This design comes from an exercise in tuning for small area, a short achievable clock period and few clock cycles per item on the open sky130 flow, not from production work.

==> flow/design.v <==
`default_nettype none
package rvv_div_pkg;
  localparam int vlen_default    = 64;
  localparam int xlen            = 32;
  localparam int rob_depth_width = 4;
  localparam logic [1:0] eew8  = 2'd0;
  localparam logic [1:0] eew16 = 2'd1;
  localparam logic [1:0] eew32 = 2'd2;
  localparam logic [2:0] funct3_opmvv = 3'b010;
  localparam logic [2:0] funct3_opmvx = 3'b110;
  localparam logic [5:0] funct6_vdivu = 6'b100000;
  localparam logic [5:0] funct6_vdiv  = 6'b100001;
  localparam logic [5:0] funct6_vremu = 6'b100010;
  localparam logic [5:0] funct6_vrem  = 6'b100011;
endpackage
`default_nettype wire
`default_nettype none
module div_add #(
  parameter int N = 37
) (
  input  wire  [N-1:0] x,
  input  wire  [N-1:0] y,
  output logic [N:0]   s
);
  localparam int lv = $clog2(N);
  logic [N-1:0] g [lv+1];
  logic [N-1:0] p [lv+1];
  always_comb begin
    g[0] = x & y;
    p[0] = x | y;
    for (int l = 0; l < lv; l++) begin
      for (int i = 0; i < N; i++) begin
        if (((i >> l) & 1) == 1) begin
          g[l+1][i] = g[l][i] | (p[l][i] & g[l][((i >> l) << l) - 1]);
          p[l+1][i] = p[l][i] & p[l][((i >> l) << l) - 1];
        end else begin
          g[l+1][i] = g[l][i];
          p[l+1][i] = p[l][i];
        end
      end
    end
    s[0] = x[0] ^ y[0];
    for (int i = 1; i < N; i++) s[i] = x[i] ^ y[i] ^ g[lv][i-1];
    s[N] = g[lv][N-1];
  end
endmodule
`default_nettype wire
`default_nettype none
module rvv_div_unit #(
  parameter int VLEN = 64
) (
  input  wire             clk,
  input  wire             rst_n,
  input  wire             uop_valid,
  input  wire  [5:0]      funct6,
  input  wire  [2:0]      funct3,
  input  wire  [1:0]      vs2_eew,
  input  wire  [VLEN-1:0] vs1_data,
  input  wire  [VLEN-1:0] vs2_data,
  input  wire  [31:0]     rs1_data,
  input  wire  [3:0]      rob_entry,
  input  wire             result_ready,
  input  wire             trap_flush,
  output logic            uop_ready,
  output logic            result_valid,
  output logic [VLEN-1:0] result_data,
  output logic [3:0]      result_rob_entry
);
  localparam int nb = VLEN / 8;
  localparam logic [1:0] st_idle = 2'd0;
  localparam logic [1:0] st_pre  = 2'd1;
  localparam logic [1:0] st_iter = 2'd2;
  localparam logic [1:0] st_post = 2'd3;
  logic [1:0]      state;
  logic            oval;
  logic [4:0]      cnt;
  logic [VLEN-1:0] a_q;     
  logic [VLEN-1:0] r_q;     
  logic [VLEN-1:0] b_q;     
  logic            e8, e16, e32;    
  logic [nb-1:0]   bl;      
  logic            is_rem;
  logic            is_signed;
  logic [3:0]      tag;
  logic [3:0]      otag;
  logic [nb-1:0]   nega;    
  logic [nb-1:0]   negb;    
  logic [nb-1:0]   spx;     
  logic [nb-1:0]   spy;     
  logic            skip;    
  logic [nb-1:0]   din;     
  logic legal, accept, pre_go, iter_last;
  assign legal = ((funct3 == rvv_div_pkg::funct3_opmvv) ||
                  (funct3 == rvv_div_pkg::funct3_opmvx)) && (funct6[5:2] == 4'b1000);
  assign uop_ready = (state == st_idle) || (state == st_post);
  assign accept    = uop_valid && uop_ready && legal;
  assign pre_go    = (state == st_pre) && (!oval || result_ready);
  assign iter_last = (cnt == 5'd0);
  always_ff @(posedge clk or negedge rst_n) begin
    if (!rst_n) begin
      state <= st_idle;
      oval  <= 1'b0;
      cnt   <= '0;
    end else if (trap_flush) begin
      state <= st_idle;
      oval  <= 1'b0;
    end else begin
      if (oval && result_ready) oval <= 1'b0;
      case (state)
        st_idle: if (accept) state <= st_pre;
        st_pre: if (pre_go) begin
          state <= st_iter;
          cnt   <= skip ? 5'd15 : e8 ? 5'd6 : e16 ? 5'd14 : 5'd30;
        end
        st_iter: begin
          cnt <= cnt - 5'd1;
          if (iter_last) state <= st_post;
        end
        default: begin
          state <= accept ? st_pre : st_idle;
          oval  <= 1'b1;
        end
      endcase
    end
  end
  logic            i8, i16, i32;
  logic [nb-1:0]   ibl, inega, inegb;
  logic [VLEN-1:0] rs1_rep, dvs;
  logic [1:0]      ibig, ismall, inz;
  logic            iskip;
  always_comb begin
    i8  = (vs2_eew == rvv_div_pkg::eew8);
    i16 = (vs2_eew == rvv_div_pkg::eew16);
    i32 = !i8 && !i16;
    for (int i = 0; i < VLEN; i++)
      rs1_rep[i] = i8 ? rs1_data[i % 8] : i16 ? rs1_data[i % 16] : rs1_data[i % 32];
    dvs = funct3[2] ? rs1_rep : vs1_data;
    for (int k = 0; k < nb; k++) begin
      ibl[k] = i8 || (i16 && (k % 2 == 0)) || (k % 4 == 0);
      if (i8) begin
        inega[k] = vs2_data[k*8+7];
        inegb[k] = dvs[k*8+7];
      end else if (i16) begin
        inega[k] = vs2_data[(k/2)*16+15];
        inegb[k] = dvs[(k/2)*16+15];
      end else begin
        inega[k] = vs2_data[(k/4)*32+31];
        inegb[k] = dvs[(k/4)*32+31];
      end
      inega[k] = inega[k] && funct6[0];
      inegb[k] = inegb[k] && funct6[0];
    end
    for (int h = 0; h < 2; h++) begin
      ibig[h]   = inegb[4*h] ? ~&dvs[h*32+16 +: 16] : |dvs[h*32+16 +: 16];
      ismall[h] = inega[4*h] ? &vs2_data[h*32+15 +: 17] : ~|vs2_data[h*32+16 +: 16];
      inz[h]    = |dvs[h*32 +: 32];
    end
    iskip = i32 && (&(ibig | (ismall & inz)));
  end
  logic [VLEN-1:0] nin, nout, lowor;
  logic [nb-1:0]   nctl, bor, abv, negpost;
  always_comb begin
    for (int k = 0; k < nb; k++) begin
      if (e8)
        negpost[k] = (nega[k] ^ negb[k]) && !(a_q[k*8+7] && a_q[k*8+6]);
      else if (e16)
        negpost[k] = (nega[k] ^ negb[k]) && !(a_q[(k/2)*16+15] && a_q[(k/2)*16+14]);
      else
        negpost[k] = (nega[k] ^ negb[k]) && !(a_q[(k/4)*32+31] && a_q[(k/4)*32+30]);
      if (is_rem) negpost[k] = nega[k];
    end
  end
  assign nin  = (state == st_post && is_rem) ? r_q : a_q;
  assign nctl = (state == st_pre) ? nega : negpost;
  always_comb begin
    for (int k = 0; k < nb; k++) bor[k] = |nin[k*8 +: 8];
    for (int k = 0; k < nb; k++) begin
      abv[k] = 1'b0;
      if (!e8) begin
        if (k % 2 == 1) abv[k] = bor[(k + nb - 1) % nb];
        if (e32 && (k % 4 == 2)) abv[k] = bor[(k + nb - 1) % nb] | bor[(k + nb - 2) % nb];
        if (e32 && (k % 4 == 3)) abv[k] = bor[(k + nb - 1) % nb] | bor[(k + nb - 2) % nb] |
                                          bor[(k + nb - 3) % nb];
      end
      for (int j = 0; j < 8; j++) begin
        lowor[k*8+j] = abv[k];
        for (int m = 0; m < j; m++) lowor[k*8+j] = lowor[k*8+j] | nin[k*8+m];
        nout[k*8+j] = nin[k*8+j] ^ (nctl[k] & lowor[k*8+j]);
      end
    end
  end
  logic [nb-1:0]   z7, z8, ones, bz, b1, pm, pq;
  logic [VLEN-1:0] a_pre, r_pre, b_pre, a_skp, r_skp;
  logic [nb-1:0]   din_pre, din_skp;
  always_comb begin
    for (int k = 0; k < nb; k++) begin
      z7[k]   = ~|b_q[k*8+1 +: 7];
      z8[k]   = z7[k] & ~b_q[k*8];
      ones[k] = &b_q[k*8 +: 8];
    end
    for (int k = 0; k < nb; k++) begin
      if (e8) begin
        bz[k] = z8[k];
        b1[k] = (z7[k] & b_q[k*8]) | (is_signed & ones[k]);
        pm[k] = a_q[k*8+7] & ~(nega[k] & |a_q[k*8 +: 7]);
      end else if (e16) begin
        bz[k] = z8[k & ~1] & z8[k | 1];
        b1[k] = (z7[k & ~1] & b_q[(k & ~1)*8] & z8[k | 1]) |
                (is_signed & ones[k & ~1] & ones[k | 1]);
        pm[k] = a_q[(k/2)*16+15] & ~(nega[k] & |a_q[(k/2)*16 +: 15]);
      end else begin
        bz[k] = z8[k & ~3] & z8[(k & ~3) + 1] & z8[(k & ~3) + 2] & z8[(k & ~3) + 3];
        b1[k] = (z7[k & ~3] & b_q[(k & ~3)*8] &
                 z8[(k & ~3) + 1] & z8[(k & ~3) + 2] & z8[(k & ~3) + 3]) |
                (is_signed & ones[k & ~3] & ones[(k & ~3) + 1] &
                 ones[(k & ~3) + 2] & ones[(k & ~3) + 3]);
        pm[k] = a_q[(k/4)*32+31] & ~(nega[k] & |a_q[(k/4)*32 +: 31]);
      end
      pq[k] = bz[k] | (pm[k] & b1[k]);
    end
    for (int k = 0; k < nb; k++) begin
      for (int j = 0; j < 8; j++) begin
        if (j == 0 && bl[k]) begin
          a_pre[k*8+j] = pq[k];
          r_pre[k*8+j] = pm[k] & ~b1[k];
        end else begin
          a_pre[k*8+j] = nout[(k*8+j+VLEN-1)%VLEN];
          r_pre[k*8+j] = 1'b0;
        end
        b_pre[k*8+j] = negb[k] ? b_q[k*8+j] : ~b_q[k*8+j];
      end
      if (e8)       din_pre[k] = nout[k*8+6];
      else if (e16) din_pre[k] = nout[(k/2)*16+14];
      else          din_pre[k] = nout[(k/4)*32+30];
    end
    for (int h = 0; h < 2; h++) begin
      a_skp[h*32 +: 32] = {nout[h*32 +: 16], 16'd0};
      r_skp[h*32 +: 32] = {16'd0, nout[h*32+16 +: 16]};
    end
    din_skp = {{4{nout[47]}}, {4{nout[15]}}};
  end
  logic [VLEN-1:0] x;         
  logic [nb-1:0]   rtop;      
  logic [9*nb-1:0] xs, ys;
  logic [36:0]     ssl, ssh;
  logic [9*nb:0]   ss;
  logic [nb-1:0]   cb, qb, din_it;
  logic [VLEN-1:0] a_it, r_it;
  always_comb begin
    for (int k = 0; k < nb; k++) begin
      for (int j = 0; j < 8; j++) begin
        if (j == 0) x[k*8+j] = bl[k] ? din[k] : r_q[(k*8+VLEN-1)%VLEN];
        else        x[k*8+j] = r_q[k*8+j-1];
      end
      if (e8)       rtop[k] = r_q[k*8+7];
      else if (e16) rtop[k] = r_q[(k/2)*16+15];
      else          rtop[k] = r_q[(k/4)*32+31];
    end
    for (int k = 0; k < nb; k++) begin
      xs[9*k]        = spx[k];
      ys[9*k]        = spy[k];
      xs[9*k+1 +: 8] = x[k*8 +: 8];
      ys[9*k+1 +: 8] = b_q[k*8 +: 8];
    end
  end
  div_add #(.N(36)) u_addl (.x(xs[35:0]),  .y(ys[35:0]),  .s(ssl));
  div_add #(.N(36)) u_addh (.x(xs[71:36]), .y(ys[71:36]), .s(ssh));
  always_comb begin
    ss = {ssh, ssl[35:0]};
    for (int k = 0; k < nb; k++)
      cb[k] = (k == nb / 2 - 1) ? ssl[36] : ss[9*(k+1)];
    for (int k = 0; k < nb; k++) begin
      if (e8)       qb[k] = rtop[k] | cb[k];
      else if (e16) qb[k] = rtop[k] | cb[k | 1];
      else          qb[k] = rtop[k] | cb[k | 3];
    end
    for (int k = 0; k < nb; k++) begin
      for (int j = 0; j < 8; j++) begin
        r_it[k*8+j] = qb[k] ? ss[9*k+1+j] : x[k*8+j];
        if (j == 0) a_it[k*8+j] = bl[k] ? qb[k] : a_q[(k*8+VLEN-1)%VLEN];
        else        a_it[k*8+j] = a_q[k*8+j-1];
      end
      if (e8)       din_it[k] = a_q[k*8+6];
      else if (e16) din_it[k] = a_q[(k/2)*16+14];
      else          din_it[k] = a_q[(k/4)*32+30];
    end
  end
  always_ff @(posedge clk) begin
    if (uop_ready) begin
      a_q       <= vs2_data;
      b_q       <= dvs;
      e8        <= i8;
      e16       <= i16;
      e32       <= i32;
      bl        <= ibl;
      is_rem    <= funct6[1];
      is_signed <= funct6[0];
      tag       <= rob_entry;
      nega      <= inega;
      negb      <= inegb;
      spx       <= ~(ibl & inegb);
      spy       <= ibl & ~inegb;
      skip      <= iskip;
    end else if (pre_go) begin
      a_q <= skip ? a_skp : a_pre;
      b_q <= b_pre;
    end else if (state == st_iter) begin
      a_q <= a_it;
    end
    if (state == st_iter)      din <= din_it;
    else if (pre_go)           din <= skip ? din_skp : din_pre;
    if (state == st_iter)      r_q <= r_it;
    else if (pre_go)           r_q <= skip ? r_skp : r_pre;
    else if (state == st_post) r_q <= nout;
    if (state == st_post) otag <= tag;
  end
  assign result_valid     = oval;
  assign result_data      = r_q;
  assign result_rob_entry = otag;
endmodule
`default_nettype wire
clock: 6.0 ns
lec_check: 0
abc_area: 1
cap_margin: 20
core_margin: 2
core_utilization: 40
setup_slack_margin: 2.6
slew_margin: 20
run.sh (not shown) runs the stock make flow with config.mk's settings and CLKGATE_MAP_FILE= SYNTH_SCRIPT=/design/flow/synth_recipe.tcl, a recipe that flattens the netlist after the stock synthesis.
Then changed:
--- a/flow/design.v
+++ b/flow/design.v
@@ -125,8 +125,6 @@
   end
   logic            i8, i16, i32;
-  logic [nb-1:0]   ibl, inega, inegb;
+  logic [nb-1:0]   ibl, inega;
   logic [VLEN-1:0] rs1_rep, dvs;
-  logic [1:0]      ibig, ismall, inz;
-  logic            iskip;
   always_comb begin
     i8  = (vs2_eew == rvv_div_pkg::eew8);
@@ -138,23 +136,9 @@
     for (int k = 0; k < nb; k++) begin
       ibl[k] = i8 || (i16 && (k % 2 == 0)) || (k % 4 == 0);
-      if (i8) begin
-        inega[k] = vs2_data[k*8+7];
-        inegb[k] = dvs[k*8+7];
-      end else if (i16) begin
-        inega[k] = vs2_data[(k/2)*16+15];
-        inegb[k] = dvs[(k/2)*16+15];
-      end else begin
-        inega[k] = vs2_data[(k/4)*32+31];
-        inegb[k] = dvs[(k/4)*32+31];
-      end
+      if (i8)       inega[k] = vs2_data[k*8+7];
+      else if (i16) inega[k] = vs2_data[(k/2)*16+15];
+      else          inega[k] = vs2_data[(k/4)*32+31];
       inega[k] = inega[k] && funct6[0];
-      inegb[k] = inegb[k] && funct6[0];
-    end
-    for (int h = 0; h < 2; h++) begin
-      ibig[h]   = inegb[4*h] ? ~&dvs[h*32+16 +: 16] : |dvs[h*32+16 +: 16];
-      ismall[h] = inega[4*h] ? &vs2_data[h*32+15 +: 17] : ~|vs2_data[h*32+16 +: 16];
-      inz[h]    = |dvs[h*32 +: 32];
     end
-    iskip = i32 && (&(ibig | (ismall & inz)));
   end
   logic [VLEN-1:0] nin, nout, lowor;
@@ -190,7 +174,8 @@
     end
   end
-  logic [nb-1:0]   z7, z8, ones, bz, b1, pm, pq;
+  logic [nb-1:0]   z7, z8, ones, bz, b1, pm, pq, sb;
   logic [VLEN-1:0] a_pre, r_pre, b_pre, a_skp, r_skp;
   logic [nb-1:0]   din_pre, din_skp;
+  logic [1:0]      bbig, asml;
   always_comb begin
     for (int k = 0; k < nb; k++) begin
@@ -198,4 +183,8 @@
       z8[k]   = z7[k] & ~b_q[k*8];
       ones[k] = &b_q[k*8 +: 8];
+      if (e8)       sb[k] = b_q[k*8+7];
+      else if (e16) sb[k] = b_q[(k/2)*16+15];
+      else          sb[k] = b_q[(k/4)*32+31];
+      sb[k] = sb[k] && is_signed;
     end
     for (int k = 0; k < nb; k++) begin
@@ -228,5 +217,5 @@
           r_pre[k*8+j] = 1'b0;
         end
-        b_pre[k*8+j] = negb[k] ? b_q[k*8+j] : ~b_q[k*8+j];
+        b_pre[k*8+j] = sb[k] ? b_q[k*8+j] : ~b_q[k*8+j];
       end
       if (e8)       din_pre[k] = nout[k*8+6];
@@ -239,4 +228,9 @@
     end
     din_skp = {{4{nout[47]}}, {4{nout[15]}}};
+    for (int h = 0; h < 2; h++) begin
+      bbig[h] = sb[4*h] ? ~(ones[4*h+2] & ones[4*h+3]) : ~(z8[4*h+2] & z8[4*h+3]);
+      asml[h] = (nega[4*h] ? (&a_q[h*32+15 +: 17]) : ~|a_q[h*32+16 +: 16]) & ~bz[4*h];
+    end
+    skip = e32 & (&(bbig | asml));
   end
   logic [VLEN-1:0] x;         
@@ -298,11 +292,10 @@
       tag       <= rob_entry;
       nega      <= inega;
-      negb      <= inegb;
-      spx       <= ~(ibl & inegb);
-      spy       <= ibl & ~inegb;
-      skip      <= iskip;
     end else if (pre_go) begin
-      a_q <= skip ? a_skp : a_pre;
-      b_q <= b_pre;
+      a_q  <= skip ? a_skp : a_pre;
+      b_q  <= b_pre;
+      negb <= sb;
+      spx  <= ~(bl & sb);
+      spy  <= bl & ~sb;
     end else if (state == st_iter) begin
       a_q <= a_it;
Via count drops by 6.6%.
Routed wire length drops by 8.6%.
Setup slack gets better by 0.12 ns.
Clock skew climbs by 0.0052 ns.
Synthesized area drops by 3.6%.
Hold slack gets better by 0.0073 ns.
No functional check of the RTL was part of any run of this note.

[re-timing with driven ports]
No port has a modelled driver above. Below, the same layouts with a new extraction and two added sets of constraints.
Step 1: set_driving_cell puts a clkbuf_16 on clk and a buf_2 on each other input, an assumption about the parent block.
Step 2 times the ports against the registers' clock, not the clock port: input delays grow and output delays shrink by t, the midpoint of the rising clock arrivals with the driver on.
Slacks: ideal ports / drivers / drivers and shift; pairs: ideal ports / drivers.
run | shift t [ns] | slack for setup (ns) | hold slack, ns | clock arrival spread, ns | worst slew at a driven data input, ns
the first run | 0.605 | 2.521 / 2.550 / 1.945 | 0.419 / 0.419 / 0.419 | 0.031 / 0.031 | 0.06
the second run | 0.615 | 2.641 / 2.584 / 2.091 | 0.426 / 0.426 / 0.426 | 0.032 / 0.032 | 0.08
After both steps every run listed still meets setup and hold. For the first run, which loses most, drivers alone change the setup slack by +0.029 ns; drivers and shift together by -0.576 ns.
